Context: an optimization exercise on an open-source flow, tuned for small area, a short achievable clock period and few clock cycles per item. The choices shown serve that exercise and are no tape-out recipe.
Where RTL was checked, it was by simulation tests only, not by an equivalence proof against the original.

==> inputs of try-violet <==
// hft_macd_engine_mc
module hft_macd_engine_mc #(
   parameter int N_CH            = 4,
   parameter int PRICE_W         = 32,
   parameter int FRAC_W          = 16,
   parameter int ALPHA_FAST      = 10181,
   parameter int ALPHA_SLOW      = 4854,
   parameter int ALPHA_SIG       = 13107,
   parameter int HYST            = 0,
   parameter int WARMUP_TICKS    = 26,
   parameter int STOP_LOSS_PTS   = 50,
   parameter int TAKE_PROFIT_PTS = 100
) (
   input  logic                              clk,
   input  logic                              reset,
   input  logic                              tick_valid,
   output logic                              tick_ready,
   input  logic [$clog2(N_CH)-1:0]           tick_ch,
   input  logic signed [PRICE_W-1:0]         tick_price,
   input  logic                              trade_en,
   output logic                              order_valid,
   input  logic                              order_ready,
   output logic [$clog2(N_CH)-1:0]           order_ch,
   output logic [1:0]                        order_side,
   output logic signed [PRICE_W-1:0]         order_price
);
Settings: LEC_CHECK=0, CAP_MARGIN=60, CORE_MARGIN=2, CORE_UTILIZATION=40, SLEW_MARGIN=60; clock period 17.0 ns.
run.sh (not shown) runs the stock make flow with config.mk's settings and CLKGATE_MAP_FILE= SYNTH_SCRIPT=/design/flow/synth_recipe.tcl, a recipe that flattens the netlist after the stock synthesis.
==> try-lagoon: changes against try-violet <==
- CAP_MARGIN: 60 -> 85
- SETUP_SLACK_MARGIN: default -> 5
- SLEW_MARGIN: 60 -> 85
==> flow_metrics.env <==
export IMPL_met2_length_um=115000
export IMPL_post_route_util=0.558
export IMPL_num_clock_buffers=132
export IMPL_multi_input_area_share=0.523
export IMPL_viasPerCell=5.53
export IMPL_stdcell_count=10700
export IMPL_num_vias=59200
export IMPL_nNonClkBuffers=1368
export IMPL_reg2reg_depth=59
export IMPL_wl_met3_um=15900
export IMPL_postCtsSetupBuffers=55
export IMPL_status="timing/DRC/antenna clean"
export IMPL_wl_per_cell_um=22.5
export IMPL_min_period_ns=12.23
-- figures above: try-lagoon

==> flow_metrics.env <==
export IMPL_stdcell_count=9523
export IMPL_met2_length_um=98200
export IMPL_reg2reg_depth=38
export IMPL_postCtsSetupBuffers=0
export IMPL_viasPerCell=5.48
export IMPL_nNonClkBuffers=190
export IMPL_grt_max_degree=98
export IMPL_num_clock_buffers=127
export IMPL_io_pins=77
export IMPL_grtUsageTotal=0.215
export IMPL_cts_buffers=107
export IMPL_holdCritStartpoint="px2_q[0]"
export IMPL_wl_met3_um=11900
export IMPL_cp_start_kind="flop"
export IMPL_status="timing/DRC/antenna clean"
export IMPL_wl_per_cell_um=22.4
export IMPL_criticalPathCategory="reg2reg"
export IMPL_post_route_util=0.447
-- figures above: try-violet

No run of this note included a check of the RTL's function; only the layout flow was run.


==> job 2537: inputs <==
Another version of the RTL of hft_macd_engine_mc (not shown whole).
==> flow/design.v (excerpt) <==
module hft_macd_engine_mc #(
   parameter int N_CH            = 4,
   parameter int PRICE_W         = 32,
   parameter int FRAC_W          = 16,
   parameter int ALPHA_FAST      = 10181,
   parameter int ALPHA_SLOW      = 4854,
   parameter int ALPHA_SIG       = 13107,
   parameter int HYST            = 0,
   parameter int WARMUP_TICKS    = 26,
   parameter int STOP_LOSS_PTS   = 50,
   parameter int TAKE_PROFIT_PTS = 100
) (
   input  logic                              clk,
   input  logic                              reset,
   input  logic                              tick_valid,
   output logic                              tick_ready,
   input  logic [$clog2(N_CH)-1:0]           tick_ch,
   input  logic signed [PRICE_W-1:0]         tick_price,
   input  logic                              trade_en,
   output logic                              order_valid,
   input  logic                              order_ready,
   output logic [$clog2(N_CH)-1:0]           order_ch,
   output logic [1:0]                        order_side,
   output logic signed [PRICE_W-1:0]         order_price
);
Settings: LEC_CHECK=0, ABC_AREA=1, CAP_MARGIN=60, CORE_MARGIN=2, CORE_UTILIZATION=40, SLEW_MARGIN=60; clock period 17.0 ns.
==> inputs of job 6019, as changes to job 2537 <==
Settings changed: ABC_AREA 1 to unset, ABC_CLOCK_PERIOD_IN_PS set to 7000.
==> inputs of job 5395, as changes to job 2537 <==
Settings changed: CORE_UTILIZATION 40 to 60.
==> qor summary <==
quantity	job 2537	job 5395	job 6019
Status	complete, no violations	complete, no violations	complete, no violations
Multi-input combinational cell area	53,800 um2	53,800 um2	53,600 um2
Avg Inst Size Synth	10.2 um2	10.2 um2	12.4 um2
GP Congestion	0.945	0.979	0.935
Fin crit share	41.1%	41.2%	44.4%
Share of the yosys chip area belonging to registers	36.9%	36.9%	37.8%
Area of the mapped netlist	99,600 um2	99,600 um2	97,000 um2
Number of placement rows	183	149	180
Routed via count divided by cell count	5.08	5.61	5.23
Pre-Repair DR Iteration Count	6	25	5
Number of antenna violations at the first check in global routing	18	9	9
Data arrival time of the worst path	7.60 ns	7.64 ns	8.19 ns
Final routed wire length divided by cell count	21.4 um	22.7 um	23.1 um
DRT iter0 DRCs	5,540	6,609	4,903
Critical path endpoint	g3_q[17]	g3_q[17]	g3_q[48]
Portion of synthesized cell area occupied by the leading cell type	36.0%	36.0%	37.0%
Total nets after synthesis	11,700	11,700	9,743
Count of inverters other than clock inverters in the layout	2,397	2,397	1,881
Testbench counts of job 2537, summed over its fixed seeds: cycles 24,032, ticks 24,000.
Testbench counts of job 6019, summed over its fixed seeds: cycles 24,032, ticks 24,000.
Testbench counts of job 5395, summed over its fixed seeds: cycles 24,032, ticks 24,000.

==> what the ideal ports hide <==
In the flow no input, the clock included, has a driving cell. The finished layouts below were timed again as built, in two steps. Step 1 (the two cells are an assumption about what drives the block):
set clk [get_ports {clk}]
set_driving_cell -lib_cell sky130_fd_sc_hd__clkbuf_16 $clk
set_driving_cell -lib_cell sky130_fd_sc_hd__buf_2 [delete_from_list [all_inputs] $clk]
Step 2 also shifts input and output timing later by t, the mid clock arrival at the registers, as if the neighbouring blocks saw the same clock. Slacks: no drivers / after step 1 / after step 2; pairs: no drivers / after step 1.
run	shift t [ns]	setup slack, ns	hold slack, ns
try-violet	0.804	6.275 / 6.275 / 6.275	0.365 / 0.365 / 0.365
try-lagoon	0.817	4.773 / 4.773 / 4.773	0.414 / 0.414 / 0.414
job 2537	0.874	10.009 / 10.009 / 9.205	0.418 / 0.418 / 0.418
job 6019	0.847	9.452 / 9.452 / 9.452	0.416 / 0.416 / 0.416
job 5395	0.863	9.988 / 9.988 / 9.185	0.426 / 0.426 / 0.426
After both steps setup and hold are still met in every run listed. For job 2537, which loses most, drivers alone change the setup slack by 0.000 ns; drivers and shift together by -0.804 ns.
